This is an optimization exercise on Yosys and OpenROAD, whose aim is small area, a short achievable clock period and few clock cycles per item, not a production implementation.
RTL that was checked went through simulation tests only; none was proved equivalent to the original.
No functional check of the RTL was part of runs 3 to 6.

### design/flow/config.mk
export PLATFORM = sky130hd
export DESIGN_NAME = fft8_top
export DESIGN_NICKNAME = fft8_top
export VERILOG_FILES = /design/flow/design.v
export SDC_FILE = /design/flow/constraint.sdc
export NUM_CORES = 4
export LEC_CHECK = 0
export CAP_MARGIN = 20
export CORE_MARGIN = 2
export CORE_UTILIZATION = 65
export CTS_CLUSTER_DIAMETER = 100
export CTS_CLUSTER_SIZE = 24
export SETUP_SLACK_MARGIN = 5.0
export SLEW_MARGIN = 20
### design/flow/design.v
package fft8_pkg;
  typedef logic signed [13-1:0] sample_t;
  typedef logic signed [16-1:0] result_t;
  typedef logic [3-1:0] index_t;
endpackage
`timescale 1ns/1ns
module sample_counter (
  input  logic              clk,
  input  logic              rst_n,
  input  logic              hold,
  output fft8_pkg::index_t  count,
  output fft8_pkg::index_t  count_up
);
  assign count_up = count + 1'b1;
  always_ff @(posedge clk or negedge rst_n) begin
    if (!rst_n) begin
      count <= '1;
    end else if (!hold) begin
      count <= count_up;
    end
  end
endmodule
`timescale 1ns/1ns
module frame_ctrl (
  input  logic             clk,
  input  logic             rst_n,
  input  logic             valid_in,
  input  fft8_pkg::index_t count,
  output logic             hold,
  output logic             ready,
  output logic             valid_out
);
  logic ready_q;
  logic wait_q;    
  logic act_q;     
  logic mid_q;     
  logic busy;
  logic accept;
  assign ready  = !wait_q;
  assign accept = ready_q && valid_in;
  assign busy   = act_q || mid_q || valid_out;
  assign hold   = ready_q && !valid_in && !busy;
  always_ff @(posedge clk or negedge rst_n) begin
    if (!rst_n) begin
      ready_q   <= 1'b1;
      wait_q    <= 1'b0;
      act_q     <= 1'b0;
      mid_q     <= 1'b0;
      valid_out <= 1'b0;
    end else begin
      ready_q <= (count == 3'd6) || hold;
      wait_q  <= !((count == 3'd6) || hold);
      act_q   <= accept || (act_q && (count != 3'd7));
      if (count == 3'd4) begin
        mid_q     <= act_q;
        valid_out <= mid_q;
      end
    end
  end
endmodule
`timescale 1ns/1ns
module bk_add #(
  parameter int W       = 16,
  parameter bit CI_LATE = 1'b0
) (
  input  logic [W-1:0] a,
  input  logic [W-1:0] b,
  input  logic         ci,
  output logic [W-1:0] s
);
  localparam int LO = CI_LATE ? 0 : 1;
  logic [W-1:0] g, p, gg, pp, c;
  always_comb begin
    g  = a & b;
    p  = a ^ b;
    gg = g;
    pp = p;
    for (int l = 0; (1 << l) < W - LO; l++) begin
      for (int i = LO; i < W; i++) begin
        if (((i - LO) >> l) & 1) begin
          gg[i] = gg[i] | (pp[i] & gg[(((i - LO) >> l) << l) + LO - 1]);
          pp[i] = pp[i] & pp[(((i - LO) >> l) << l) + LO - 1];
        end
      end
    end
    c[0] = ci;
    if (CI_LATE) begin
      for (int i = 1; i < W; i++) begin
        c[i] = gg[i-1] | (pp[i-1] & ci);
      end
    end else begin
      c[1] = g[0] | (p[0] & ci);
      for (int i = 2; i < W; i++) begin
        c[i] = gg[i-1] | (pp[i-1] & c[1]);
      end
    end
    s = p ^ c;
  end
endmodule
module sdf_stage1 (
  input  logic                      clk,
  input  fft8_pkg::index_t          count_up,
  input  logic signed [13-1:0] in_re,
  input  logic signed [13-1:0] in_im,
  output logic signed [13:0]   out_re,
  output logic signed [13:0]   out_im
);
  localparam int W  = 13 + 1;
  localparam int W1 = W + 1;
  localparam int W2 = W + 2;
  localparam int W3 = W + 3;
  logic signed [13-1:0] b_re, b_im;
  logic signed [W-1:0]       dl_re [4];
  logic signed [W-1:0]       dl_im [4];
  logic signed [W-1:0]       a_re, a_im, bw_re, bw_im;
  logic [W-1:0]              sum_re, sum_im, dif_re, dif_im;
  logic                      bfly, cin_n, odd;
  logic                      p_raw, p_dif, p_swp;    
  logic                      o_sum, o_rot, o_hld;    
  logic signed [W-1:0]       src_re, src_im;
  logic [W:0]                ax, st;
  logic signed [W:0]         sa_q;
  logic signed [W+3:0]       f_d, f_q;
  logic [W+2:0]              m_d;
  always_ff @(posedge clk) begin
    bfly  <= count_up[2];
    cin_n <= !count_up[1];
    odd   <= count_up[0];
    p_raw <= !count_up[2];
    p_dif <= count_up[2] && !count_up[1];
    p_swp <= count_up[2] && count_up[1];
    o_sum <= count_up[2];
    o_rot <= !count_up[2] && count_up[0];
    o_hld <= !count_up[2] && !count_up[0];
  end
  assign a_re  = dl_re[3];
  assign a_im  = dl_im[3];
  assign bw_re = W'(b_re);
  assign bw_im = W'(b_im);
  bk_add #(W) u_sum_re (.a(a_re), .b(bw_re), .ci(1'b0), .s(sum_re));
  bk_add #(W) u_sum_im (.a(a_im), .b(bw_im), .ci(1'b0), .s(sum_im));
  bk_add #(W, 1'b1) u_dif_re (.a(a_re), .b(~bw_re), .ci(cin_n), .s(dif_re));
  bk_add #(W) u_dif_im (.a(a_im), .b(~bw_im), .ci(1'b1), .s(dif_im));
  assign src_re = odd ? dl_re[1] : dl_re[0];
  assign src_im = odd ? dl_im[1] : dl_im[0];
  assign ax     = odd ? ~(W1'(src_re)) : W1'(src_re);
  bk_add #(W+1, 1'b1) u_st (.a(ax), .b(W1'(src_im)), .ci(odd), .s(st));
  assign f_d[1:0] = sa_q[1:0];
  bk_add #(W+2) u_x5 (.a(W2'(sa_q >>> 2)), .b(W2'(sa_q)), .ci(1'b0), .s(f_d[W+3:2]));
  bk_add #(W+3) u_x9 (.a(W3'(f_q >>> 3)), .b(W3'(f_q)), .ci(1'b0), .s(m_d));
  always_ff @(posedge clk) begin
    b_re     <= in_re;
    b_im     <= in_im;
    dl_re[0] <= ({W{p_raw}} & bw_re) | ({W{p_dif}} & dif_re) | ({W{p_swp}} & dif_im);
    dl_im[0] <= ({W{p_raw}} & bw_im) | ({W{p_dif}} & dif_im) | ({W{p_swp}} & ~dif_re);
    for (int i = 1; i < 3; i++) begin
      dl_re[i] <= dl_re[i-1];
      dl_im[i] <= dl_im[i-1];
    end
    dl_re[3] <= o_hld ? m_d[W+2:3] : dl_re[2];
    dl_im[3] <= dl_im[2];
    sa_q     <= st;
    f_q      <= f_d;
    out_re   <= bfly ? sum_re : a_re;
    out_im   <= ({W{o_sum}} & sum_im) | ({W{o_rot}} & m_d[W+2:3]) | ({W{o_hld}} & a_im);
  end
endmodule
module sdf_stage2 (
  input  logic                      clk,
  input  fft8_pkg::index_t          count_up,
  input  logic signed [13:0]   in_re,
  input  logic signed [13:0]   in_im,
  output logic signed [13+1:0] out_re,
  output logic signed [13+1:0] out_im
);
  localparam int W = 13 + 2;
  logic signed [W-1:0] dl_re [2];
  logic signed [W-1:0] dl_im [2];
  logic signed [W-1:0] a_re, a_im, b_re, b_im;
  logic [W-1:0]        sum_re, sum_im, dif_re, dif_im;
  logic                bfly, cin_n;
  logic                p_raw, p_dif, p_swp;
  always_ff @(posedge clk) begin
    bfly  <= (count_up[1] == count_up[0]);
    cin_n <= (count_up[1:0] != 2'd0);
    p_raw <= (count_up[1] != count_up[0]);
    p_dif <= (count_up[1:0] == 2'd3);
    p_swp <= (count_up[1:0] == 2'd0);
  end
  assign a_re = dl_re[1];
  assign a_im = dl_im[1];
  assign b_re = W'(in_re);
  assign b_im = W'(in_im);
  bk_add #(W) u_sum_re (.a(a_re), .b(b_re), .ci(1'b0), .s(sum_re));
  bk_add #(W) u_sum_im (.a(a_im), .b(b_im), .ci(1'b0), .s(sum_im));
  bk_add #(W, 1'b1) u_dif_re (.a(a_re), .b(~b_re), .ci(cin_n), .s(dif_re));
  bk_add #(W) u_dif_im (.a(a_im), .b(~b_im), .ci(1'b1), .s(dif_im));
  always_ff @(posedge clk) begin
    dl_re[0] <= ({W{p_raw}} & b_re) | ({W{p_dif}} & dif_re) | ({W{p_swp}} & dif_im);
    dl_im[0] <= ({W{p_raw}} & b_im) | ({W{p_dif}} & dif_im) | ({W{p_swp}} & ~dif_re);
    dl_re[1] <= dl_re[0];
    dl_im[1] <= dl_im[0];
    out_re   <= bfly ? sum_re : a_re;
    out_im   <= bfly ? sum_im : a_im;
  end
endmodule
module sdf_stage3 (
  input  logic                      clk,
  input  fft8_pkg::index_t          count_up,
  input  logic signed [13+1:0] in_re,
  input  logic signed [13+1:0] in_im,
  output fft8_pkg::result_t         sum_re,
  output fft8_pkg::result_t         sum_im,
  output fft8_pkg::result_t         held_re,
  output fft8_pkg::result_t         held_im
);
  localparam int W = 16;
  logic signed [W-1:0] b_re, b_im;
  logic [W-1:0]        dif_re, dif_im;
  logic                pass;
  always_ff @(posedge clk) begin
    pass <= !count_up[0];
  end
  assign b_re = W'(in_re);
  assign b_im = W'(in_im);
  bk_add #(W) u_sum_re (.a(held_re), .b(b_re), .ci(1'b0), .s(sum_re));
  bk_add #(W) u_sum_im (.a(held_im), .b(b_im), .ci(1'b0), .s(sum_im));
  bk_add #(W) u_dif_re (.a(held_re), .b(~b_re), .ci(1'b1), .s(dif_re));
  bk_add #(W) u_dif_im (.a(held_im), .b(~b_im), .ci(1'b1), .s(dif_im));
  always_ff @(posedge clk) begin
    held_re <= pass ? b_re : dif_re;
    held_im <= pass ? b_im : dif_im;
  end
endmodule
`timescale 1ns/1ns
module reorder_buffer (
  input  logic              clk,
  input  fft8_pkg::index_t  count_up,
  input  fft8_pkg::result_t sum_re,      
  input  fft8_pkg::result_t sum_im,
  input  fft8_pkg::result_t held_re,     
  input  fft8_pkg::result_t held_im,
  output fft8_pkg::result_t rd_re,
  output fft8_pkg::result_t rd_im
);
  localparam int W = 16;
  fft8_pkg::result_t line_re [3];
  fft8_pkg::result_t line_im [3];
  logic              direct, l_sum, l_held;
  always_ff @(posedge clk) begin
    direct <= count_up[2] && count_up[0];
    l_sum  <= !count_up[2] && count_up[0];
    l_held <= !count_up[0];
  end
  always_ff @(posedge clk) begin
    line_re[0] <= ({W{direct}} & line_re[2]) | ({W{l_sum}} & sum_re) | ({W{l_held}} & held_re);
    line_im[0] <= ({W{direct}} & line_im[2]) | ({W{l_sum}} & sum_im) | ({W{l_held}} & held_im);
    line_re[1] <= line_re[0];
    line_im[1] <= line_im[0];
    line_re[2] <= line_re[1];
    line_im[2] <= line_im[1];
    rd_re      <= direct ? sum_re : line_re[2];
    rd_im      <= direct ? sum_im : line_im[2];
  end
endmodule
`timescale 1ns/1ns
module fft8_top (
  input  logic              clk,
  input  logic              rst_n,
  input  logic              valid_in,
  input  fft8_pkg::sample_t data_in_re,
  input  fft8_pkg::sample_t data_in_im,
  output logic              ready,
  output logic              valid_out,
  output fft8_pkg::result_t data_out_re,
  output fft8_pkg::result_t data_out_im
);
  fft8_pkg::index_t          count;
  fft8_pkg::index_t          count_up;
  logic                      hold;
  logic signed [13:0]   s1_re, s1_im;
  logic signed [13+1:0] s2_re, s2_im;
  fft8_pkg::result_t         s3_re, s3_im, h3_re, h3_im;
  sample_counter u_counter (
    .clk   (clk),
    .rst_n (rst_n),
    .hold  (hold),
    .count    (count),
    .count_up (count_up)
  );
  frame_ctrl u_ctrl (
    .clk       (clk),
    .rst_n     (rst_n),
    .valid_in  (valid_in),
    .count     (count),
    .hold      (hold),
    .ready     (ready),
    .valid_out (valid_out)
  );
  sdf_stage1 u_stage1 (
    .clk      (clk),
    .count_up (count_up),
    .in_re  (data_in_re),
    .in_im  (data_in_im),
    .out_re (s1_re),
    .out_im (s1_im)
  );
  sdf_stage2 u_stage2 (
    .clk      (clk),
    .count_up (count_up),
    .in_re  (s1_re),
    .in_im  (s1_im),
    .out_re (s2_re),
    .out_im (s2_im)
  );
  sdf_stage3 u_stage3 (
    .clk      (clk),
    .count_up (count_up),
    .in_re  (s2_re),
    .in_im  (s2_im),
    .sum_re  (s3_re),
    .sum_im  (s3_im),
    .held_re (h3_re),
    .held_im (h3_im)
  );
  reorder_buffer u_reorder (
    .clk      (clk),
    .count_up (count_up),
    .sum_re   (s3_re),
    .sum_im   (s3_im),
    .held_re  (h3_re),
    .held_im  (h3_im),
    .rd_re (data_out_re),
    .rd_im (data_out_im)
  );
endmodule
### design/flow/flow/run.sh
#!/bin/bash
# Own flow: the standard flow (standard synthesis unchanged), with
# stronger port buffers and a deeper setup repair. Each tool's log is
# kept by ORFS under orfs/logs; make's own output goes to standard.log.
set -euo pipefail
bash standard.sh \
  "BUFFER_PORTS_ARGS=-buffer_cell sky130_fd_sc_hd__buf_4" \
  SETUP_SLACK_MARGIN=5.5 \
  finish > standard.log 2>&1
### design/flow/constraint.sdc
create_clock -name core_clock -period 8.0 [get_ports {clk}]
set_input_delay 1.6000 -clock core_clock [delete_from_list [all_inputs] [get_ports {clk}]]
set_output_delay 1.6000 -clock core_clock [all_outputs]
set_load 0.01 [all_outputs]
### design/flow/standard.sh
#!/bin/bash
# synth_recipe.tcl (not shown) runs the flow's synth.tcl, then flattens the netlist and writes it again
# the make line also repeats each setting of config.mk as NAME=value (left out here)
make -C /OpenROAD-flow-scripts/flow DESIGN_CONFIG=/design/flow/config.mk WORK_HOME=/design/flow/orfs CLKGATE_MAP_FILE= SYNTH_SCRIPT=/design/flow/synth_recipe.tcl "${@:-finish}"
==> impl_metrics.env, run 1 <==
export IMPL_crit_type="flip-flop to primary output"
export IMPL_synth_top_cell_by_area="dfxtp_1"
export IMPL_synth_compound_area_frac=0.1674
export IMPL_regArea_um2=9605
export IMPL_gp_congestion=0.8620
export IMPL_rows=66
export IMPL_min_path_cells=0
export IMPL_yosys_warnings=20
export IMPL_final_nets=2559
export IMPL_drc_errors=0
export IMPL_grt_pass1_wl_um=74200
export IMPL_fill_cells=2297
export IMPL_clock_latency_ns=0.56
export IMPL_critPathMaxStageDelay_ns=0.43
export IMPL_yosys_area_share_simple=0.1005
export IMPL_final_max_slew_viol_count=0
export IMPL_cp_start_kind="flip-flop"
export IMPL_drt_pass1_iter_count=6
export IMPL_cts_hold_buf=0
export IMPL_avgViaCountPerCell=5.670
export IMPL_synth_top_family_by_area="compound AO/OA/AOI/OAI gates"
export IMPL_grt_pass1_vias=15420
export IMPL_fin_crit_ns=2.712
export IMPL_die_width_um=186.3
export IMPL_avgSynthCellArea_um2=9.650
export IMPL_clock_sinks=472
export IMPL_rsz0062_at_grt="true"
export IMPL_hp_class="flip-flop to flip-flop"
export IMPL_synth_top_area_share=0.4299
export IMPL_vias=15560
export IMPL_routed_wl_um=46130
export IMPL_gr_usage_all_layers=0.2567
export IMPL_synthTopCellsByCount="464 x dfxtp_1, 220 x inv_1, 216 x ha_1"
export IMPL_min_delay_start="u_stage2.dl_im[0][6]$_DFF_P_"
export IMPL_synth_main_ff_cell="dfxtp_1"
export IMPL_synth_fa_ha_area_frac=0.1371
export IMPL_path_cells="buf_6"
export IMPL_whs_endpoint="u_stage2.dl_im[1][6]$_DFF_P_"
export IMPL_dp_hpwl_um=32060
export IMPL_setup_violations=0
export IMPL_cts_buffer_depth=3
export IMPL_critPathBufInv=1
export IMPL_slowest_stage="dfrtp_1"
export IMPL_fin_crit_sh=0.3390
export IMPL_final_hold_viol_count=0
export IMPL_drive_gt1_frac=0.1746
export IMPL_synth_area_mux_share=0.03040
export IMPL_outcome="no timing/DRC/antenna violations"
export IMPL_ys_seq_elements=472
export IMPL_wl_per_cell_um=16.81
export IMPL_r2r_start="u_stage1.out_re[13]$_DFF_P_"
export IMPL_fmaxAchievable_mhz=368.7
export IMPL_grt_overflow_total=0
export IMPL_maxSlewHeadroom=0.2524
export IMPL_cts_buffers_inserted=23
export IMPL_synthCells=2239
export IMPL_ys_seq_area_frac=0.4394
export IMPL_synth_most_common_cell="dfxtp_1"
export IMPL_antenna_found_initial=0
export IMPL_worst_setup_path_end_kind="primary output"
export IMPL_clkSlewWorstSetupHoldPaths_ns=0.09
export IMPL_synth_cell_type_count=87
export IMPL_synth_area_leaders="dfxtp_1 43%, ha_1 13%, xnor2_1 5.4%"
export IMPL_crit_required_ns=6.40
export IMPL_fin_skew_ns=0.02424
export IMPL_cp_data_arrival_time_ns=1.11
export IMPL_area_delta_synth_final_pct=13.28
export IMPL_die_h_um=186.3
export IMPL_r2r_end="u_stage2.dl_re[0][14]$_DFF_P_"
export IMPL_h_tree_depth=1
export IMPL_synthXorXnorAreaFrac=0.07135
export IMPL_max_cap_violations=0
export IMPL_crit_family="flip-flops"
export IMPL_portBuffers=62
export IMPL_dieArea_um2=34710
export IMPL_crit_fanout=3
export IMPL_grt_max_degree=97
export IMPL_postRouteAntennaNets=0
export IMPL_r2r_slack_ns=5.50
export IMPL_coreArea_um2=32620
export IMPL_synth_fp_nets=2497
export IMPL_clockRootBuffer="clkbuf_16"
export IMPL_syn_area_um2=21610
export IMPL_ff2ff_path_depth=7
export IMPL_async_flop_share=0.01695
export IMPL_ios=63
export IMPL_cts_tree="yes"
export IMPL_antenna_cells=0
export IMPL_start_util=0.6624
export IMPL_drt_iter0_markers=1145
export IMPL_synth_enable_flop_cells=0
export IMPL_multi_input_area_um2=11800
export IMPL_worst_slew_pin_slew_ns=1.120
export IMPL_setup_tns_ns=0
## metal layers
layer | routed length (um) | share of wire | GRT usage
met1 | 20300 | 0.44 | 0.3194
met2 | 22760 | 0.49 | 0.4657
met3 | 1835 | 0.040 | 0.02633
met4 | 1228 | 0.027 | 0.08308
met5 | 0 | 0 | 0
## per-stage QoR
step / setup WS [ns] / area, um^2 / instances / utilization / hold slack [ns]
final: 5.288 / 24470 / 2744 / 0.7503 / 0.3247
after global routing: 5.255 / 24470 / 2744 / 0.7503 / 0.3268
after CTS: 5.268 / 23780 / 2715 / 0.7289 / 0.3273
after detailed placement: 4.951 / 22390 / 2669 / 0.6863 / 0.3121
after global placement: 5.055 / 22390 / 2669 / 0.6863 / 0.3097
after floorplan: 5.533 / 21630 / 2239 / - / 0.3096
## logic make-up (layout without fill, tap and decap cells)
group / count (synthesis) / after routing
fa+ha+maj: 229 / 229
flops: 472 / 472
buf+inv: 305 / 368
mux: 60 / 60
xor+xnor: 176 / 176
simple gates: 461 / 461
compound gates: 536 / 536
## state kept, by name, indices dropped and copies added (netlist names), 14 cells and up
register,count
u_stage1.out_re,14
u_stage2.out_im,15
u_stage2.dl_re,30
u_stage2.dl_im,30
u_stage1.dl_im,56
u_reorder.line_re,48
u_stage3.held_im,16
u_reorder.rd_re,16
u_stage3.held_re,16
u_stage1.sa_q,15
u_stage1.out_im,14
u_reorder.line_im,48
u_stage2.out_re,15
u_stage1.dl_re,56
u_reorder.rd_im,16
u_stage1.f_q,18
## how the worst max path moves through the flow
stage               slack, ns                         to  depth (start not counted)                          from
detailed placement       4.95  u_stage1.sa_q[12]$_DFF_P_                         11          u_stage1.odd$_DFF_P_
global route             5.25                  valid_out                          1  u_ctrl.valid_out$_DFFE_PN0N_
CTS                      5.27                  valid_out                          1  u_ctrl.valid_out$_DFFE_PN0N_
global placement         5.06  u_stage1.sa_q[12]$_DFF_P_                         11          u_stage1.odd$_DFF_P_
floorplan                5.53  u_stage1.sa_q[12]$_DFF_P_                         12          u_stage1.odd$_DFF_P_
finish                   5.29                  valid_out                          1  u_ctrl.valid_out$_DFFE_PN0N_
## layout by cell type (no fill, tap or decap), types with 23 or more instances in the layout
| cell | n |
|---|---|
| a21o_1 | 34 |
| a21oi_1 | 144 |
| a222oi_1 | 30 |
| a22oi_1 | 36 |
| buf_4 | 85 |
| buf_6 | 34 |
| clkbuf_16 | 23 |
| dfxtp_1 | 393 |
| dfxtp_2 | 62 |
| ha_1 | 182 |
| ha_4 | 23 |
| inv_1 | 215 |
| mux2_2 | 40 |
| nand2_1 | 107 |
| nor2_1 | 165 |
| nor2b_1 | 26 |
| nor3_1 | 41 |
| o21ai_0 | 84 |
| o21bai_1 | 23 |
| xnor2_1 | 129 |
| xor2_1 | 42 |
## final cells by class
| type | count | area share |
|---|---|---|
| inverter | 220 | 0.03384 |
| timing repair buffer | 122 | 0.04499 |
| clock inverter | 1 | 0.0003579 |
| multi-input combinational | 1462 | 0.4819 |
| clock buffer | 25 | 0.02382 |
| sequential | 472 | 0.3925 |
| tap | 442 | 0.02260 |
## what timing repair did
| item | CTS | global route |
|---|---|---|
| gates cloned | 2 | 0 |
| endpoints found under the setup margin | 104 | 113 |
| hold endpoints to repair | 0 | 0 |
| pin swaps | 37 | 74 |
| resized for setup | 140 | 124 |
| setup buffers | 18 | 29 |
Testbench counts, summed over its fixed seeds: cycles 4,200, frames 512.
==> inputs of run 2 (changes only) <==
--- a/design/flow/flow/run.sh
+++ b/design/flow/flow/run.sh
@@ -6,4 +6,4 @@
 bash standard.sh \
   "BUFFER_PORTS_ARGS=-buffer_cell sky130_fd_sc_hd__buf_4" \
-  SETUP_SLACK_MARGIN=5.5 \
+  SETUP_SLACK_MARGIN=5.3 \
   finish > standard.log 2>&1
==> impl_metrics.env, run 2 <==
export IMPL_gr_usage_all_layers=0.2517
export IMPL_synth_top_cell_by_area="dfxtp_1"
export IMPL_h_tree_depth=1
export IMPL_synth_main_ff_cell="dfxtp_1"
export IMPL_cp_data_arrival_time_ns=1.09
export IMPL_synth_cell_type_count=87
export IMPL_cts_tree="yes"
export IMPL_finalInstanceArea_um2=23540
export IMPL_ios=63
export IMPL_crit_fanout=2
export IMPL_fin_crit_sh=0.3365
export IMPL_grt_pass1_wl_um=73040
export IMPL_clock_sinks=472
export IMPL_most_common_layout_cells="451 x dfxtp_1, 218 x inv_1, 202 x ha_1, 168 x nor2_1, 160 x a21oi_1"
export IMPL_portBuffers=62
export IMPL_synth_most_common_cell="dfxtp_1"
export IMPL_setup_violations=0
export IMPL_fill_cells=2499
export IMPL_cp_start_kind="flip-flop"
export IMPL_worst_slew_pin_slew_ns=1.153
export IMPL_synth_top_area_share=0.4299
export IMPL_fmaxAchievable_mhz=371.5
export IMPL_yosys_warnings=20
export IMPL_whs_endpoint="u_stage1.dl_im[3][9]$_DFF_P_"
export IMPL_rsz0062_at_grt="true"
export IMPL_slowest_stage="dfrtp_1"
export IMPL_ys_seq_area_frac=0.4394
export IMPL_setup_tns_ns=0
export IMPL_grt_max_degree=72
export IMPL_layout_commonest_cell="dfxtp_1"
export IMPL_maxSlewHeadroom=0.2303
export IMPL_clock_latency_ns=0.56
export IMPL_rows=66
export IMPL_dp_hpwl_um=31930
export IMPL_ys_seq_elements=472
export IMPL_postRouteAntennaNets=0
export IMPL_fin_crit_ns=2.692
export IMPL_r2r_end="u_reorder.rd_im[15]$_DFF_P_"
export IMPL_min_delay_start="u_stage1.dl_im[2][9]$_DFF_P_"
export IMPL_synth_area_leaders="dfxtp_1 43%, ha_1 13%, xnor2_1 5.4%"
export IMPL_drc_errors=0
export IMPL_start_util=0.6624
export IMPL_crit_required_ns=6.40
export IMPL_drt_iter0_markers=1155
export IMPL_die_width_um=186.3
export IMPL_final_hold_viol_count=0
export IMPL_grt_overflow_total=0
export IMPL_clockRootBuffer="clkbuf_16"
export IMPL_r2r_slack_ns=5.39
export IMPL_die_h_um=186.3
export IMPL_synthTopCellsByCount="464 x dfxtp_1, 220 x inv_1, 216 x ha_1"
export IMPL_crit_start="u_ctrl.valid_out$_DFFE_PN0N_"
export IMPL_fin_skew_ns=0.01931
export IMPL_crit_type="flip-flop to primary output"
export IMPL_hp_class="flip-flop to flip-flop"
export IMPL_synth_enable_flop_cells=0
export IMPL_outcome="no timing/DRC/antenna violations"
export IMPL_fin_ws_ns=5.308
export IMPL_cts_hold_buf=0
export IMPL_coreArea_um2=32620
export IMPL_synth_fp_nets=2497
export IMPL_grt_pass1_vias=15030
export IMPL_antenna_found_initial=0
export IMPL_post_place_ws_ns=4.805
export IMPL_vias=15240
export IMPL_ff2ff_path_depth=10
export IMPL_final_nets=2526
export IMPL_syn_area_um2=21610
export IMPL_r2r_start="u_stage2.out_im[7]$_DFF_P_"
export IMPL_synthCells=2239
export IMPL_final_max_slew_viol_count=0
export IMPL_avgSynthCellArea_um2=9.650
export IMPL_cts_buffer_depth=3
export IMPL_area_delta_synth_final_pct=8.930
export IMPL_path_cells="buf_6"
export IMPL_async_flop_share=0.01695
export IMPL_avgViaCountPerCell=5.617
export IMPL_clkSlewWorstSetupHoldPaths_ns=0.09
export IMPL_max_cap_violations=0
export IMPL_crit_family="flip-flops"
export IMPL_worst_setup_path_end_kind="primary output"
export IMPL_gp_congestion=0.8616
export IMPL_antenna_cells=0
export IMPL_wl_per_cell_um=16.31
export IMPL_cts_buffers_inserted=23
export IMPL_top_regs="u_stage1.dl_im: 56 flops, u_stage1.dl_re: 56 flops"
export IMPL_min_path_cells=0
export IMPL_critPathMaxStageDelay_ns=0.41
export IMPL_dieArea_um2=34710
export IMPL_place_area_um2=22380
export IMPL_critPathBufInv=1
export IMPL_drive_gt1_frac=0.1079
export IMPL_drt_pass1_iter_count=6
export IMPL_routed_wl_um=44250
==> run 2: cell counts after synthesis <==
No cell type changed its count.
==> run 2: worst max-delay path by stage <==
| stage | end | depth (start not counted) | slack (ns) |
|---|---|---|---|
| finish | valid_out | 1 | 5.31 |
| global placement | u_stage1.sa_q[12]$_DFF_P_ | 11 | 4.90 |
| global route | u_stage1.dl_re[0][13]$_DFF_P_ | 10 | 5.24 |
| CTS | u_stage2.dl_re[0][14]$_DFF_P_ | 10 | 5.27 |
| detailed placement | u_stage1.sa_q[12]$_DFF_P_ | 11 | 4.81 |
| floorplan | u_stage1.sa_q[12]$_DFF_P_ | 12 | 5.30 |
==> run 2: kinds of logic after synthesis <==
logic type,count (synthesis),synth area share
XOR/XNOR,176,0.07135
adder cells (fa/ha/maj),229,0.1371
flip-flops,472,0.4394
AND/OR/NAND/NOR,461,0.1005
AO/OA/AOI/OAI,536,0.1674
multiplexers,60,0.03040
buffers and inverters,305,0.05374
==> run 2: worst register-to-register path: cells and delay by family (launching register included) <==
family,cells,cell delay (ns)
buf+inv,1,0.05
compound gates,3,0.62
flops,1,0.36
fa+ha+maj,1,0.38
simple gates,5,1.12
==> run 2: area by class of cell <==
class | instances | area [um^2] | area share
repair buffers | 89 | 754.5 | 0.03206
clock inverters | 1 | 8.758 | 0.0003721
well taps | 442 | 553.0 | 0.02350
multi-input cells | 1462 | 11280 | 0.4794
inverters | 220 | 828.3 | 0.03519
clock buffers | 27 | 590.6 | 0.02509
flip-flops and latches | 472 | 9518 | 0.4044
==> run 2: what timing repair did <==
| action | in CTS | in global routing |
|---|---|---|
| gates cloned | 2 | 0 |
| gates resized for setup | 19 | 56 |
| pin swaps | 4 | 27 |
| endpoints found under the hold margin | 0 | 0 |
| setup buffers | 1 | 12 |
| endpoints found under the setup margin | 23 | 54 |
==> run 2: layer usage <==
metal  routed length (um)  part of all wire  track usage  up-vias
li1                     -                 -            -     7720
met1                19780              0.45       0.3215     7195
met2                21820              0.49       0.4511      263
met3                 1481             0.033      0.02125       62
met4                 1172             0.026      0.07969        0
met5                    0                 0            0        -
==> run 2: stage by stage <==
| stage | cells | hold WS, ns | util |
|---|---|---|---|
| floorplan | 2239 | 0.3096 | - |
| global placement | 2669 | 0.3096 | 0.6860 |
| detailed placement | 2669 | 0.3121 | 0.6860 |
| CTS | 2700 | 0.3315 | 0.7094 |
| global route | 2713 | 0.3344 | 0.7215 |
| finish | 2713 | 0.3315 | 0.7215 |
==> inputs of run 3 (changes only) <==
--- a/design/flow/design.v
+++ b/design/flow/design.v
@@ -76,10 +76,14 @@
     gg = g;
     pp = p;
-    for (int l = 0; (1 << l) < W - LO; l++) begin
-      for (int i = LO; i < W; i++) begin
-        if (((i - LO) >> l) & 1) begin
-          gg[i] = gg[i] | (pp[i] & gg[(((i - LO) >> l) << l) + LO - 1]);
-          pp[i] = pp[i] & pp[(((i - LO) >> l) << l) + LO - 1];
-        end
+    for (int l = 0; (2 << l) <= W - LO; l++) begin
+      for (int j = (2 << l) - 1; j < W - LO; j += (2 << l)) begin
+        gg[j + LO] = gg[j + LO] | (pp[j + LO] & gg[j + LO - (1 << l)]);
+        pp[j + LO] = pp[j + LO] & pp[j + LO - (1 << l)];
+      end
+    end
+    for (int l = 4; l >= 0; l--) begin
+      for (int j = 3 * (1 << l) - 1; j < W - LO; j += (2 << l)) begin
+        gg[j + LO] = gg[j + LO] | (pp[j + LO] & gg[j + LO - (1 << l)]);
+        pp[j + LO] = pp[j + LO] & pp[j + LO - (1 << l)];
       end
     end
==> impl_metrics.env, run 3 <==
export IMPL_antenna_found_initial=0
export IMPL_fin_crit_sh=0.3343
export IMPL_setup_violations=0
export IMPL_coreArea_um2=32540
export IMPL_clkSlewWorstSetupHoldPaths_ns=0.09
export IMPL_synth_area_leaders="dfxtp_1 43%, ha_1 13%, xnor2_1 5.7%"
export IMPL_gp_congestion=0.8736
export IMPL_start_util=0.6597
export IMPL_finish_utilization=0.7292
export IMPL_multi_input_area_um2=11290
export IMPL_die_width_um=185.7
export IMPL_rsz0062_at_grt="true"
export IMPL_fin_crit_ns=2.674
export IMPL_critPathMaxStageDelay_ns=0.41
export IMPL_die_h_um=185.7
export IMPL_grt_max_degree=81
export IMPL_synth_fp_nets=2470
export IMPL_async_flop_share=0.01695
export IMPL_cts_buffers_inserted=23
export IMPL_final_nets=2525
export IMPL_grt_overflow_total=0
export IMPL_worst_slew_pin_slew_ns=1.056
export IMPL_fill_cells=2454
export IMPL_outcome="no timing/DRC/antenna violations"
export IMPL_crit_type="flip-flop to primary output"
export IMPL_clock_sinks=472
export IMPL_fmaxAchievable_mhz=374.0
export IMPL_avgSynthCellArea_um2=9.704
export IMPL_cts_tree="yes"
export IMPL_postRouteAntennaNets=0
export IMPL_synth_most_common_cell="dfxtp_1"
export IMPL_crit_family="flip-flops"
export IMPL_max_cap_violations=0
export IMPL_ios=63
export IMPL_top_regs="u_stage1.dl_im: 56 flops, u_stage1.dl_re: 56 flops"
export IMPL_critPathBufInv=1
export IMPL_drt_pass1_iter_count=6
export IMPL_syn_area_um2=21470
export IMPL_yosys_warnings=20
export IMPL_routed_wl_um=44260
export IMPL_crit_required_ns=6.40
export IMPL_regArea_um2=9527
export IMPL_portBuffers=62
export IMPL_synth_top_area_share=0.4327
export IMPL_place_area_um2=22270
export IMPL_slowest_stage="dfrtp_1"
export IMPL_clockRootBuffer="clkbuf_16"
export IMPL_fin_skew_ns=0.02302
export IMPL_ys_seq_elements=472
export IMPL_cp_start_kind="flip-flop"
export IMPL_wl_per_cell_um=16.33
export IMPL_cp_data_arrival_time_ns=1.07
export IMPL_synthCells=2212
export IMPL_antenna_cells=0
export IMPL_grt_pass1_vias=14860
export IMPL_rows=66
export IMPL_maxSlewHeadroom=0.2948
export IMPL_avgViaCountPerCell=5.621
export IMPL_clock_latency_ns=0.55
export IMPL_vias=15240
export IMPL_gr_usage_all_layers=0.2559
export IMPL_drt_iter0_markers=1027
export IMPL_synth_main_ff_cell="dfxtp_1"
export IMPL_grt_pass1_wl_um=71710
export IMPL_dp_hpwl_um=32170
export IMPL_synth_top_cell_by_area="dfxtp_1"
export IMPL_path_cells="buf_6"
export IMPL_drive_gt1_frac=0.1344
export IMPL_crit_fanout=2
export IMPL_synth_cell_type_count=74
export IMPL_cts_buffer_depth=3
export IMPL_synthTopCellsByCount="464 x dfxtp_1, 217 x inv_1, 216 x ha_1"
export IMPL_dieArea_um2=34490
export IMPL_finalInstanceArea_um2=23720
export IMPL_r2r_slack_ns=5.34
export IMPL_area_delta_synth_final_pct=10.52
export IMPL_worst_setup_path_end_kind="primary output"
export IMPL_final_hold_viol_count=0
export IMPL_drc_errors=0
export IMPL_setup_tns_ns=0
export IMPL_ys_seq_area_frac=0.4423
export IMPL_layout_commonest_cell="dfxtp_1"
export IMPL_final_max_slew_viol_count=0
export IMPL_most_common_layout_cells="440 x dfxtp_1, 211 x inv_1, 197 x ha_1, 166 x nor2_1, 156 x a21oi_1"
export IMPL_synth_enable_flop_cells=0
export IMPL_hp_class="flip-flop to flip-flop"
export IMPL_h_tree_depth=1
run 3: cell count changes after synthesis, sizes merged, moves of 5 or more:
| cell | delta |
|---|---|
| a211o | +5 |
| a31oi | -6 |
| buf | -12 |
| clkbuf | +12 |
| nor2b | -10 |
| nor3 | -6 |
| nor4 | +6 |
| o221ai | +6 |
| or3 | -5 |
| xnor2 | +5 |
run 3: what timing repair did:
item | in CTS | in global routing
resized for setup | 34 | 83
hold buffers | 0 | 0
gates cloned | 2 | 0
buffers inserted | 19 | 22
endpoints found under the setup margin | 47 | 63
pin swaps | 22 | 45
run 3: kinds of logic after synthesis:
group                      after synthesis  share of synthesized area
and+or+nand+nor                        439                    0.09501
buffers and inverters                  302                    0.05293
adders and majority gates              229                     0.1380
AOI/OAI and AO/OA                      529                     0.1676
DFF                                    472                     0.4423
muxes                                   58                    0.02949
xor gates and xnor gates               183                    0.07467
run 3: worst paths after layout:
check,depth (start not counted),from,to
max in group asynchronous,1,rst_n,u_counter.count[0]$_DFFE_PN1N_
worst max-delay path,1,u_ctrl.valid_out$_DFFE_PN0N_,valid_out
min in group asynchronous,1,rst_n,u_ctrl.act_q$_DFF_PN0_
worst min register to register,0,u_reorder.line_re[0][0]$_DFF_P_,u_reorder.line_re[1][0]$_DFF_P_
worst min-delay path,0,u_reorder.line_re[0][0]$_DFF_P_,u_reorder.line_re[1][0]$_DFF_P_
worst max register to register,12,u_stage1.odd$_DFF_P_,u_stage1.sa_q[12]$_DFF_P_
run 3: cell type report:
| cell class | instances | share of cell area |
|---|---|---|
| clock buffers | 26 | 0.02473 |
| well taps | 442 | 0.02331 |
| repair buffers | 115 | 0.03971 |
| clock inverters | 1 | 0.0003692 |
| inverters | 217 | 0.03454 |
| multi-input cells | 1438 | 0.4758 |
| flip-flops and latches | 472 | 0.4016 |
run 3: through the flow:
stage,worst slack (ns),hold WS [ns],instances
finish,5.326,0.3196,2711
global route,5.159,0.3334,2711
CTS,5.227,0.3124,2689
detailed placement,4.718,0.3121,2641
global placement,4.772,0.3098,2641
floorplan,5.313,0.3096,2212
run 3: metal layers:
metal / vias to the layer above / routed length (um) / global-route usage
li1: 7679 / - / -
met5: - / 0 / 0
met4: 0 / 1317 / 0.08630
met2: 304 / 21210 / 0.4526
met3: 75 / 1579 / 0.02504
met1: 7180 / 20160 / 0.3268
==> inputs of run 4 (changes only) <==
--- a/design/flow/design.v
+++ b/design/flow/design.v
@@ -76,14 +76,10 @@
     gg = g;
     pp = p;
-    for (int l = 0; (2 << l) <= W - LO; l++) begin
-      for (int j = (2 << l) - 1; j < W - LO; j += (2 << l)) begin
-        gg[j + LO] = gg[j + LO] | (pp[j + LO] & gg[j + LO - (1 << l)]);
-        pp[j + LO] = pp[j + LO] & pp[j + LO - (1 << l)];
-      end
-    end
-    for (int l = 4; l >= 0; l--) begin
-      for (int j = 3 * (1 << l) - 1; j < W - LO; j += (2 << l)) begin
-        gg[j + LO] = gg[j + LO] | (pp[j + LO] & gg[j + LO - (1 << l)]);
-        pp[j + LO] = pp[j + LO] & pp[j + LO - (1 << l)];
+    for (int l = 0; (1 << l) < W - LO; l++) begin
+      for (int i = LO; i < W; i++) begin
+        if (((i - LO) >> l) & 1) begin
+          gg[i] = gg[i] | (pp[i] & gg[(((i - LO) >> l) << l) + LO - 1]);
+          pp[i] = pp[i] & pp[(((i - LO) >> l) << l) + LO - 1];
+        end
       end
     end
@@ -117,5 +113,5 @@
   logic signed [W-1:0]       dl_re [4];
   logic signed [W-1:0]       dl_im [4];
-  logic signed [W-1:0]       a_re, a_im, bw_re, bw_im;
+  logic signed [W-1:0]       a_re, a_im, bw_re, bw_im, ax_re, ax_im;
   logic [W-1:0]              sum_re, sum_im, dif_re, dif_im;
   logic                      bfly, cin_n, odd;
@@ -142,8 +138,10 @@
   assign bw_re = W'(b_re);
   assign bw_im = W'(b_im);
-  bk_add #(W) u_sum_re (.a(a_re), .b(bw_re), .ci(1'b0), .s(sum_re));
-  bk_add #(W) u_sum_im (.a(a_im), .b(bw_im), .ci(1'b0), .s(sum_im));
-  bk_add #(W, 1'b1) u_dif_re (.a(a_re), .b(~bw_re), .ci(cin_n), .s(dif_re));
-  bk_add #(W) u_dif_im (.a(a_im), .b(~bw_im), .ci(1'b1), .s(dif_im));
+  assign ax_re = W'($signed(a_re[13-1:0]));
+  assign ax_im = W'($signed(a_im[13-1:0]));
+  bk_add #(W) u_sum_re (.a(ax_re), .b(bw_re), .ci(1'b0), .s(sum_re));
+  bk_add #(W) u_sum_im (.a(ax_im), .b(bw_im), .ci(1'b0), .s(sum_im));
+  bk_add #(W, 1'b1) u_dif_re (.a(ax_re), .b(~bw_re), .ci(cin_n), .s(dif_re));
+  bk_add #(W) u_dif_im (.a(ax_im), .b(~bw_im), .ci(1'b1), .s(dif_im));
   assign src_re = odd ? dl_re[1] : dl_re[0];
   assign src_im = odd ? dl_im[1] : dl_im[0];
@@ -181,5 +179,5 @@
   logic signed [W-1:0] dl_re [2];
   logic signed [W-1:0] dl_im [2];
-  logic signed [W-1:0] a_re, a_im, b_re, b_im;
+  logic signed [W-1:0] a_re, a_im, b_re, b_im, ax_re, ax_im;
   logic [W-1:0]        sum_re, sum_im, dif_re, dif_im;
   logic                bfly, cin_n;
@@ -196,8 +194,10 @@
   assign b_re = W'(in_re);
   assign b_im = W'(in_im);
-  bk_add #(W) u_sum_re (.a(a_re), .b(b_re), .ci(1'b0), .s(sum_re));
-  bk_add #(W) u_sum_im (.a(a_im), .b(b_im), .ci(1'b0), .s(sum_im));
-  bk_add #(W, 1'b1) u_dif_re (.a(a_re), .b(~b_re), .ci(cin_n), .s(dif_re));
-  bk_add #(W) u_dif_im (.a(a_im), .b(~b_im), .ci(1'b1), .s(dif_im));
+  assign ax_re = W'($signed(a_re[13:0]));
+  assign ax_im = W'($signed(a_im[13:0]));
+  bk_add #(W) u_sum_re (.a(ax_re), .b(b_re), .ci(1'b0), .s(sum_re));
+  bk_add #(W) u_sum_im (.a(ax_im), .b(b_im), .ci(1'b0), .s(sum_im));
+  bk_add #(W, 1'b1) u_dif_re (.a(ax_re), .b(~b_re), .ci(cin_n), .s(dif_re));
+  bk_add #(W) u_dif_im (.a(ax_im), .b(~b_im), .ci(1'b1), .s(dif_im));
   always_ff @(posedge clk) begin
     dl_re[0] <= ({W{p_raw}} & b_re) | ({W{p_dif}} & dif_re) | ({W{p_swp}} & dif_im);
@@ -220,5 +220,5 @@
 );
   localparam int W = 16;
-  logic signed [W-1:0] b_re, b_im;
+  logic signed [W-1:0] b_re, b_im, ax_re, ax_im;
   logic [W-1:0]        dif_re, dif_im;
   logic                pass;
@@ -228,8 +228,10 @@
   assign b_re = W'(in_re);
   assign b_im = W'(in_im);
-  bk_add #(W) u_sum_re (.a(held_re), .b(b_re), .ci(1'b0), .s(sum_re));
-  bk_add #(W) u_sum_im (.a(held_im), .b(b_im), .ci(1'b0), .s(sum_im));
-  bk_add #(W) u_dif_re (.a(held_re), .b(~b_re), .ci(1'b1), .s(dif_re));
-  bk_add #(W) u_dif_im (.a(held_im), .b(~b_im), .ci(1'b1), .s(dif_im));
+  assign ax_re = W'($signed(held_re[13+1:0]));
+  assign ax_im = W'($signed(held_im[13+1:0]));
+  bk_add #(W) u_sum_re (.a(ax_re), .b(b_re), .ci(1'b0), .s(sum_re));
+  bk_add #(W) u_sum_im (.a(ax_im), .b(b_im), .ci(1'b0), .s(sum_im));
+  bk_add #(W) u_dif_re (.a(ax_re), .b(~b_re), .ci(1'b1), .s(dif_re));
+  bk_add #(W) u_dif_im (.a(ax_im), .b(~b_im), .ci(1'b1), .s(dif_im));
   always_ff @(posedge clk) begin
     held_re <= pass ? b_re : dif_re;
==> impl_metrics.env, run 4 <==
export IMPL_synth_top_cell_by_area="dfxtp_1"
export IMPL_ys_seq_elements=472
export IMPL_critPathMaxStageDelay_ns=0.41
export IMPL_synthTopCellsByCount="464 x dfxtp_1, 216 x ha_1, 214 x inv_1"
export IMPL_wl_per_cell_um=17.82
export IMPL_grt_overflow_total=0
export IMPL_post_place_ws_ns=4.594
export IMPL_finalInstanceArea_um2=23570
export IMPL_h_tree_depth=1
export IMPL_avgViaCountPerCell=5.750
export IMPL_place_area_um2=22160
export IMPL_die_width_um=185.5
export IMPL_final_max_slew_viol_count=0
export IMPL_synth_main_ff_cell="dfxtp_1"
export IMPL_fin_skew_ns=0.01621
export IMPL_yosys_warnings=20
export IMPL_gr_usage_all_layers=0.2753
export IMPL_fin_crit_ns=2.692
export IMPL_max_cap_violations=0
export IMPL_fmaxAchievable_mhz=371.5
export IMPL_rows=66
export IMPL_final_nets=2502
export IMPL_ys_seq_area_frac=0.4436
export IMPL_clock_sinks=472
export IMPL_fin_ws_ns=5.308
export IMPL_crit_fanout=2
export IMPL_avgSynthCellArea_um2=9.692
export IMPL_area_delta_synth_final_pct=10.15
export IMPL_top_regs="u_stage1.dl_im: 56 flops, u_stage1.dl_re: 56 flops"
export IMPL_die_h_um=185.5
export IMPL_slowest_stage="dfrtp_1"
export IMPL_drt_pass1_iter_count=6
export IMPL_grt_pass1_wl_um=75620
export IMPL_synth_top_area_share=0.4341
export IMPL_coreArea_um2=32450
export IMPL_critPathBufInv=1
export IMPL_layout_commonest_cell="dfxtp_1"
export IMPL_drive_gt1_frac=0.1251
export IMPL_portBuffers=62
export IMPL_setup_tns_ns=0
export IMPL_synth_fp_nets=2466
export IMPL_crit_family="flip-flops"
export IMPL_crit_required_ns=6.40
export IMPL_gp_congestion=0.8870
export IMPL_vias=15460
export IMPL_dieArea_um2=34390
export IMPL_final_hold_viol_count=0
export IMPL_drc_errors=0
export IMPL_clock_latency_ns=0.55
export IMPL_clkSlewWorstSetupHoldPaths_ns=0.10
export IMPL_grt_max_degree=92
export IMPL_cts_tree="yes"
export IMPL_hp_class="flip-flop to flip-flop"
export IMPL_outcome="no timing/DRC/antenna violations"
export IMPL_cts_buffers_inserted=23
export IMPL_cp_data_arrival_time_ns=1.09
export IMPL_cts_buffer_depth=3
export IMPL_most_common_layout_cells="449 x dfxtp_1, 213 x inv_1, 201 x ha_1, 160 x nor2_1, 126 x a21oi_1"
export IMPL_synth_area_leaders="dfxtp_1 43%, ha_1 13%, xnor2_1 4.4%"
export IMPL_clockRootBuffer="clkbuf_16"
export IMPL_maxSlewHeadroom=0.2425
export IMPL_antenna_cells=0
export IMPL_path_cells="buf_6"
export IMPL_synthCells=2208
export IMPL_worst_setup_path_end_kind="primary output"
export IMPL_grt_pass1_vias=15150
export IMPL_synth_most_common_cell="dfxtp_1"
export IMPL_worst_slew_pin_slew_ns=1.135
export IMPL_async_flop_share=0.01695
export IMPL_holdWs_ns=0.3197
export IMPL_routed_wl_um=47890
export IMPL_synth_cell_type_count=75
export IMPL_postRouteAntennaNets=0
export IMPL_drt_iter0_markers=994
export IMPL_syn_area_um2=21400
export IMPL_synth_enable_flop_cells=0
export IMPL_fin_crit_sh=0.3365
export IMPL_cp_start_kind="flip-flop"
export IMPL_setup_violations=0
export IMPL_crit_type="flip-flop to primary output"
export IMPL_antenna_found_initial=0
export IMPL_rsz0062_at_grt="true"
export IMPL_dp_hpwl_um=34900
export IMPL_ios=63
export IMPL_start_util=0.6594
## run 4: changes by cell type after synthesis, sizes merged, moves of 9 or more
cell / before / now
a21oi: 172 / 137
xnor2: 139 / 108
a31oi: 12 / 29
or3: 11 / 23
and2: 6 / 16
buf: 12 / 22
nor2b: 19 / 28
o31ai: 10 / 19
## run 4: kinds of logic (layout without fill, tap and decap cells)
logic type / count (synthesis) / in the layout / synth area share
compound gates: 534 / 534 / 0.1735
flops: 472 / 472 / 0.4436
fa+ha+maj: 229 / 229 / 0.1384
mux: 51 / 51 / 0.02619
simple gates: 463 / 463 / 0.1009
xor+xnor: 157 / 157 / 0.06425
buf+inv: 302 / 340 / 0.05315
## run 4: metrics by stage
step	util	cells
4_1_cts	0.7127	2677
5_1_grt	0.7263	2688
6_report	0.7263	2688
3_3_place_gp	0.6829	2631
2_1_floorplan	-	2208
3_5_place_dp	0.6829	2631
## run 4: layout make-up
| cell class | instances | area, um^2 |
|---|---|---|
| repair buffers | 99 | 765.7 |
| multi-input cells | 1434 | 11330 |
| flip-flops and latches | 472 | 9525 |
| well taps | 442 | 553.0 |
| clock buffers | 26 | 586.8 |
| clock inverters | 1 | 8.758 |
| inverters | 214 | 803.3 |
| fillers | 2480 | 8881 |
## run 4: final timing paths
path                                               start                        endpoint  slack, ns  depth (start not counted)
max                         u_ctrl.valid_out$_DFFE_PN0N_                       valid_out       5.31                          1
min                        u_stage1.dl_im[2][11]$_DFF_P_   u_stage1.dl_im[3][11]$_DFF_P_       0.32                          0
max reg2reg                         u_stage1.odd$_DFF_P_       u_stage1.sa_q[13]$_DFF_P_       5.31                          9
min reg2reg                u_stage1.dl_im[2][11]$_DFF_P_   u_stage1.dl_im[3][11]$_DFF_P_       0.32                          0
max in group asynchronous                          rst_n  u_counter.count[2]$_DFFE_PN1N_       6.94                          1
min in group asynchronous                          rst_n    u_ctrl.valid_out$_DFFE_PN0N_       0.85                          1
## run 4: timing repair
action,CTS,global route
buffers inserted,19,11
resized for setup,40,71
cloned,0,0
pin swaps,22,31
hold buffers,0,0
setup endpoints to repair,53,64
## run 4: layer usage
layer	vias to the layer above	wire length, um	global-route usage
met3	102	1954	0.02622
met4	0	1704	0.09206
met5	-	0	0
met1	7280	20650	0.3442
met2	401	23580	0.4970
li1	7672	-	-
==> inputs of run 5 (changes only) <==
==> design/flow/flow/run.sh (replaced) <==
#!/bin/bash
# Own flow: the standard flow (standard synthesis unchanged), with
# stronger port buffers, a deeper setup repair and a clock tree built
# without dummy loads. Each tool's log is kept by ORFS under orfs/logs;
# make's own output goes to standard.log.
set -euo pipefail
bash standard.sh \
  "BUFFER_PORTS_ARGS=-buffer_cell sky130_fd_sc_hd__buf_4" \
  SETUP_SLACK_MARGIN=5.3 \
  "CTS_ARGS=-sink_clustering_enable -repair_clock_nets -sink_clustering_size 24 -sink_clustering_max_diameter 100 -dont_use_dummy_load" \
  finish > standard.log 2>&1
==> impl_metrics.env, run 5 <==
export IMPL_clockRootBuffer="clkbuf_16"
export IMPL_async_flop_share=0.01695
export IMPL_cts_tree="yes"
export IMPL_routed_wl_um=48070
export IMPL_final_nets=2502
export IMPL_top_regs="u_stage1.dl_im: 56 flops, u_stage1.dl_re: 56 flops"
export IMPL_coreArea_um2=32450
export IMPL_min_delay_start="u_stage1.dl_im[2][11]$_DFF_P_"
export IMPL_dieArea_um2=34390
export IMPL_max_cap_violations=0
export IMPL_avgSynthCellArea_um2=9.692
export IMPL_crit_type="flip-flop to flip-flop"
export IMPL_final_hold_viol_count=0
export IMPL_critPathMaxStageDelay_ns=0.42
export IMPL_outcome="no timing/DRC/antenna violations"
export IMPL_area_delta_synth_final_pct=10.09
export IMPL_gr_usage_all_layers=0.2755
export IMPL_rsz0062_at_grt="true"
export IMPL_clock_sinks=472
export IMPL_stdcell_count=2684
export IMPL_antenna_found_initial=0
export IMPL_min_path_cells=0
export IMPL_slowest_stage="a2111oi_4"
export IMPL_cts_buffer_depth=3
export IMPL_r2r_end="u_stage1.sa_q[13]$_DFF_P_"
export IMPL_synthCells=2208
export IMPL_yosys_warnings=20
export IMPL_synth_enable_flop_cells=0
export IMPL_place_inst=2631
export IMPL_gp_congestion=0.8870
export IMPL_die_width_um=185.5
export IMPL_grt_max_degree=92
export IMPL_path_cells="mux2_4 > ha_4 > a211o_1 > a2111oi_4 > o31ai_4 > a211oi_2 > o211ai_1 > a21oi_2 > xnor2_1"
export IMPL_cts_buffers_inserted=23
export IMPL_cp_start_kind="flip-flop"
export IMPL_synth_cell_type_count=75
export IMPL_grt_pass1_vias=15140
export IMPL_ff2ff_path_depth=9
export IMPL_avgViaCountPerCell=5.767
export IMPL_synth_fp_nets=2466
export IMPL_synth_main_ff_cell="dfxtp_1"
export IMPL_r2r_slack_ns=5.31
export IMPL_fin_crit_ns=2.694
export IMPL_vias=15480
export IMPL_synth_most_common_cell="dfxtp_1"
export IMPL_drive_gt1_frac=0.1253
export IMPL_wl_per_cell_um=17.91
export IMPL_h_tree_depth=1
export IMPL_crit_fanout=4
export IMPL_layout_commonest_cell="dfxtp_1"
export IMPL_synth_top_area_share=0.4341
export IMPL_maxSlewHeadroom=0.2284
export IMPL_rows=66
export IMPL_most_common_layout_cells="449 x dfxtp_1, 213 x inv_1, 201 x ha_1, 160 x nor2_1, 126 x a21oi_1"
export IMPL_r2r_start="u_stage1.odd$_DFF_P_"
export IMPL_setup_violations=0
export IMPL_die_h_um=185.5
export IMPL_postRouteAntennaNets=0
export IMPL_fin_crit_sh=0.3367
export IMPL_synthTopCellsByCount="464 x dfxtp_1, 216 x ha_1, 214 x inv_1"
export IMPL_setup_tns_ns=0
export IMPL_worst_setup_path_end_kind="flip-flop"
export IMPL_drc_errors=0
export IMPL_fmaxAchievable_mhz=371.2
export IMPL_syn_area_um2=21400
export IMPL_grt_pass1_wl_um=75670
export IMPL_drt_iter0_markers=1039
export IMPL_clock_latency_ns=0.55
export IMPL_synth_top_cell_by_area="dfxtp_1"
export IMPL_ios=63
export IMPL_clkSlewWorstSetupHoldPaths_ns=0.10
export IMPL_worst_slew_pin_slew_ns=1.156
export IMPL_final_max_slew_viol_count=0
export IMPL_cts_hold_buf=0
export IMPL_dp_hpwl_um=34900
export IMPL_synth_area_leaders="dfxtp_1 43%, ha_1 13%, xnor2_1 4.4%"
export IMPL_ys_seq_area_frac=0.4436
export IMPL_drt_pass1_iter_count=7
export IMPL_cp_data_arrival_time_ns=3.17
export IMPL_start_util=0.6594
export IMPL_portBuffers=62
export IMPL_fin_skew_ns=0.02447
export IMPL_hp_class="flip-flop to flip-flop"
export IMPL_whs_endpoint="u_stage1.dl_im[3][11]$_DFF_P_"
export IMPL_antenna_cells=0
export IMPL_grt_overflow_total=0
export IMPL_crit_required_ns=8.48
export IMPL_ys_seq_elements=472
## run 5: cell counts after synthesis
Identical to the previous run, type by type.
## run 5: metal layers
metal  share of wire  vias to the layer above  track usage
met3           0.039                       98      0.02602
met1            0.43                     7333       0.3451
met4           0.035                        0      0.09111
met2            0.49                      375       0.4975
li1                -                     7672            -
met5               0                        -            0
## run 5: area by class of cell
type | instances | area (um^2)
Multi-Input combinational cell | 1434 | 11340
Sequential cell | 472 | 9525
Fill cell | 2479 | 8895
Inverter | 214 | 803.3
Timing Repair Buffer | 99 | 765.7
Clock buffer | 23 | 575.6
Tap cell | 442 | 553.0
## run 5: worst max-delay path: cells and delay by family, from the launching register on
family	cells	cell delay [ns]
AO/OA/AOI/OAI	6	1.50
flip-flops	1	0.40
multiplexers	1	0.34
adder cells (fa/ha/maj)	1	0.25
XOR/XNOR	1	0.12
## run 5: through the flow
stage	area [um^2]	setup WS, ns	hold WS, ns	util
2_1_floorplan	21430	5.308	0.3096	-
3_3_place_gp	22160	4.668	0.3096	0.6829
3_5_place_dp	22160	4.594	0.3121	0.6829
4_1_cts	23110	5.207	0.3289	0.7121
5_1_grt	23560	5.206	0.3358	0.7259
6_report	23560	5.306	0.3193	0.7259
## run 5: worst max-delay path by stage
stage | cells past startpoint | to | start
after floorplan | 12 | u_stage1.sa_q[13]$_DFF_P_ | u_stage1.odd$_DFF_P_
after global placement | 9 | u_stage1.sa_q[13]$_DFF_P_ | u_stage1.odd$_DFF_P_
after detailed placement | 9 | u_stage1.sa_q[13]$_DFF_P_ | u_stage1.odd$_DFF_P_
after CTS | 9 | u_stage1.sa_q[13]$_DFF_P_ | u_stage1.odd$_DFF_P_
after global routing | 11 | u_stage1.sa_q[13]$_DFF_P_ | u_stage1.odd$_DFF_P_
final | 9 | u_stage1.sa_q[13]$_DFF_P_ | u_stage1.odd$_DFF_P_
## run 5: repair_timing
| action | 4_1_cts | 5_1_grt |
|---|---|---|
| cloned | 0 | 0 |
| setup buffers | 19 | 11 |
| resized for setup | 40 | 72 |
| pin swaps | 22 | 31 |
| hold endpoints to repair | 0 | 0 |
| setup endpoints to repair | 53 | 64 |
## run 5: cell families (layout without fill, tap and decap cells)
logic type / after synthesis / count (layout) / synth area share
AO/OA/AOI/OAI: 534 / 534 / 0.1735
XOR/XNOR: 157 / 157 / 0.06425
adder cells (fa/ha/maj): 229 / 229 / 0.1384
buffers and inverters: 302 / 336 / 0.05315
flip-flops: 472 / 472 / 0.4436
multiplexers: 51 / 51 / 0.02619
AND/OR/NAND/NOR: 463 / 463 / 0.1009
==> inputs of run 6 (changes only) <==
--- a/design/flow/design.v
+++ b/design/flow/design.v
@@ -76,10 +76,14 @@
     gg = g;
     pp = p;
-    for (int l = 0; (1 << l) < W - LO; l++) begin
-      for (int i = LO; i < W; i++) begin
-        if (((i - LO) >> l) & 1) begin
-          gg[i] = gg[i] | (pp[i] & gg[(((i - LO) >> l) << l) + LO - 1]);
-          pp[i] = pp[i] & pp[(((i - LO) >> l) << l) + LO - 1];
-        end
+    for (int l = 0; (2 << l) <= W - LO; l++) begin
+      for (int j = (2 << l) - 1; j < W - LO; j += (2 << l)) begin
+        gg[j + LO] = gg[j + LO] | (pp[j + LO] & gg[j + LO - (1 << l)]);
+        pp[j + LO] = pp[j + LO] & pp[j + LO - (1 << l)];
+      end
+    end
+    for (int l = 4; l >= 0; l--) begin
+      for (int j = 3 * (1 << l) - 1; j < W - LO; j += (2 << l)) begin
+        gg[j + LO] = gg[j + LO] | (pp[j + LO] & gg[j + LO - (1 << l)]);
+        pp[j + LO] = pp[j + LO] & pp[j + LO - (1 << l)];
       end
     end
==> design/flow/flow/run.sh (replaced) <==
#!/bin/bash
# Own flow: the standard flow (standard synthesis unchanged), with
# stronger port buffers and a deeper setup repair. Each tool's log is
# kept by ORFS under orfs/logs; make's own output goes to standard.log.
set -euo pipefail
bash standard.sh \
  "BUFFER_PORTS_ARGS=-buffer_cell sky130_fd_sc_hd__buf_4" \
  SETUP_SLACK_MARGIN=5.3 \
  finish > standard.log 2>&1
==> impl_metrics.env, run 6 <==
export IMPL_final_nets=2401
export IMPL_start_util=0.6600
export IMPL_gp_congestion=0.8365
export IMPL_die_h_um=183.0
export IMPL_cts_buffers_inserted=23
export IMPL_async_flop_share=0.01695
export IMPL_synthTopCellsByCount="464 x dfxtp_1, 222 x inv_1, 216 x ha_1"
export IMPL_clock_sinks=472
export IMPL_postRouteAntennaNets=0
export IMPL_cp_data_arrival_time_ns=1.08
export IMPL_ios=63
export IMPL_cp_start_kind="flip-flop"
export IMPL_final_hold_viol_count=0
export IMPL_crit_family="flip-flops"
export IMPL_coreArea_um2=31560
export IMPL_ys_seq_elements=472
export IMPL_r2r_slack_ns=5.33
export IMPL_fmaxAchievable_mhz=373.0
export IMPL_synth_top_area_share=0.4460
export IMPL_worst_slew_pin_slew_ns=1.069
export IMPL_crit_fanout=2
export IMPL_hp_class="flip-flop to flip-flop"
export IMPL_slowest_stage="dfrtp_1"
export IMPL_drt_iter0_markers=1078
export IMPL_synth_cell_type_count=82
export IMPL_cts_tree="yes"
export IMPL_syn_area_um2=20820
export IMPL_gr_usage_all_layers=0.2499
export IMPL_synth_area_leaders="dfxtp_1 45%, ha_1 13%, xnor2_1 4.9%"
export IMPL_fin_crit_ns=2.681
export IMPL_grt_overflow_total=0
export IMPL_synth_main_ff_cell="dfxtp_1"
export IMPL_maxSlewHeadroom=0.2860
export IMPL_avgViaCountPerCell=5.697
export IMPL_crit_required_ns=6.40
export IMPL_synth_top_cell_by_area="dfxtp_1"
export IMPL_whs_endpoint="u_reorder.line_re[1][13]$_DFF_P_"
export IMPL_path_cells="buf_6"
export IMPL_ff2ff_path_depth=11
export IMPL_routed_wl_um=42620
export IMPL_crit_type="flip-flop to primary output"
export IMPL_r2r_start="u_stage1.odd$_DFF_P_"
export IMPL_h_tree_depth=1
export IMPL_stdcell_count=2547
export IMPL_portBuffers=62
export IMPL_grt_max_degree=95
export IMPL_synth_fp_nets=2355
export IMPL_outcome="no timing/DRC/antenna violations"
export IMPL_max_cap_violations=0
export IMPL_setup_violations=0
export IMPL_vias=14510
export IMPL_cts_hold_buf=0
export IMPL_fin_skew_ns=0.01606
export IMPL_synthCells=2097
export IMPL_synth_most_common_cell="dfxtp_1"
export IMPL_critPathMaxStageDelay_ns=0.40
export IMPL_rsz0062_at_grt="true"
export IMPL_fin_crit_sh=0.3352
export IMPL_layout_commonest_cell="dfxtp_1"
export IMPL_top_regs="u_stage1.dl_im: 56 flops, u_stage1.dl_re: 56 flops"
export IMPL_drt_pass1_iter_count=8
export IMPL_most_common_layout_cells="444 x dfxtp_1, 218 x inv_1, 194 x ha_1, 166 x nor2_1, 128 x a21oi_1"
export IMPL_drive_gt1_frac=0.1404
export IMPL_min_delay_start="u_reorder.line_re[0][13]$_DFF_P_"
export IMPL_ys_seq_area_frac=0.4559
export IMPL_grt_pass1_wl_um=68680
export IMPL_critPathBufInv=1
export IMPL_avgSynthCellArea_um2=9.931
export IMPL_worst_setup_path_end_kind="primary output"
export IMPL_wl_per_cell_um=16.73
export IMPL_cts_buffer_depth=3
export IMPL_yosys_warnings=20
export IMPL_final_max_slew_viol_count=0
export IMPL_die_width_um=183.0
export IMPL_drc_errors=0
export IMPL_r2r_end="u_stage1.sa_q[14]$_DFF_P_"
export IMPL_antenna_found_initial=2
export IMPL_clkSlewWorstSetupHoldPaths_ns=0.10
export IMPL_clockRootBuffer="clkbuf_16"
export IMPL_min_path_cells=0
export IMPL_clock_latency_ns=0.56
export IMPL_synth_enable_flop_cells=0
export IMPL_dieArea_um2=33490
export IMPL_fill_cells=2303
export IMPL_grt_pass1_vias=14160
export IMPL_place_inst=2495
export IMPL_rows=65
export IMPL_area_delta_synth_final_pct=10.66
export IMPL_setup_tns_ns=0
export IMPL_dp_hpwl_um=30740
-- run 6: per-layer routing --
| layer | global-route usage | up-vias | routed length [um] |
|---|---|---|---|
| li1 | - | 7256 | - |
| met1 | 0.3198 | 6895 | 19000 |
| met2 | 0.4458 | 280 | 20870 |
| met3 | 0.02939 | 76 | 1685 |
| met4 | 0.07040 | 2 | 1047 |
| met5 | 0 | - | 13 |
-- run 6: layout make-up --
class | instances | area (um^2) | area share
multi-input cells | 1328 | 10790 | 0.4682
flip-flops and latches | 472 | 9539 | 0.4139
inverters | 223 | 837.1 | 0.03632
repair buffers | 95 | 783.3 | 0.03399
clock buffers | 25 | 583.1 | 0.02530
well taps | 402 | 503.0 | 0.02183
clock inverters | 1 | 8.758 | 0.0003800
diodes | 1 | 2.502 | 0.0001086
-- run 6: worst max-delay path by stage --
stage / start / to / slack [ns] / depth (start not counted)
after CTS: u_stage1.odd$_DFF_P_ / u_stage1.sa_q[14]$_DFF_P_ / 5.23 / 11
after global placement: u_stage1.odd$_DFF_P_ / u_stage1.sa_q[14]$_DFF_P_ / 4.96 / 11
after detailed placement: u_stage1.odd$_DFF_P_ / u_stage1.sa_q[14]$_DFF_P_ / 4.92 / 11
after floorplan: u_stage1.odd$_DFF_P_ / u_stage1.sa_q[14]$_DFF_P_ / 5.31 / 13
final: u_ctrl.valid_out$_DFFE_PN0N_ / valid_out / 5.32 / 1
after global routing: u_stage1.odd$_DFF_P_ / u_stage1.sa_q[14]$_DFF_P_ / 5.21 / 11
-- run 6: cell families after synthesis --
group,share of synthesized area
AOI/OAI and AO/OA,0.1638
DFF,0.4559
buffers and inverters,0.05395
adders and majority gates,0.1423
muxes,0.02782
and+or+nand+nor,0.08724
xor gates and xnor gates,0.06897
-- run 6: timing repair --
action                                  4_1_cts  5_1_grt
gates cloned                                  2        0
hold endpoints to repair                      0        0
buffers inserted                              4       19
endpoints found under the setup margin       27       53
pin swaps                                     7       45
gates resized for setup                      23       95
-- run 6: metrics by stage --
step | hold slack (ns) | utilization | setup slack [ns] | instance area [um^2]
after floorplan | 0.3096 | - | 5.307 | 20880
after global placement | 0.3095 | 0.6845 | 4.961 | 21600
after detailed placement | 0.3121 | 0.6845 | 4.919 | 21600
after CTS | 0.3317 | 0.7092 | 5.233 | 22380
after global routing | 0.3320 | 0.7303 | 5.208 | 23050
final | 0.3282 | 0.7303 | 5.319 | 23050

## port drivers added, routing unchanged
No port has a modelled driver above. Below, the same layouts with a new extraction and two added sets of constraints. Step 1 assumes that a clkbuf_16 drives the clock port and a buf_2 every other input. Step 2 times the ports against the registers' clock, not the clock port: input delays grow and output delays shrink by t, the midpoint of the rising clock arrivals with the driver on. Three values: no drivers, after step 1, after step 2; two values: the first two.
run | shift t [ns] | setup WS [ns] | cell pins on the clock port's net
run 1 | 0.597 | 5.288 / 5.236 / 5.455 | 1
run 2 | 0.603 | 5.308 / 5.252 / 5.393 | 1
run 3 | 0.590 | 5.326 / 5.274 / 5.338 | 1
run 4 | 0.602 | 5.308 / 5.252 / 5.311 | 1
run 5 | 0.597 | 5.306 / 5.250 / 5.306 | 1
run 6 | 0.603 | 5.319 / 5.266 / 5.329 | 1
After both steps setup and hold are still met in every run listed.
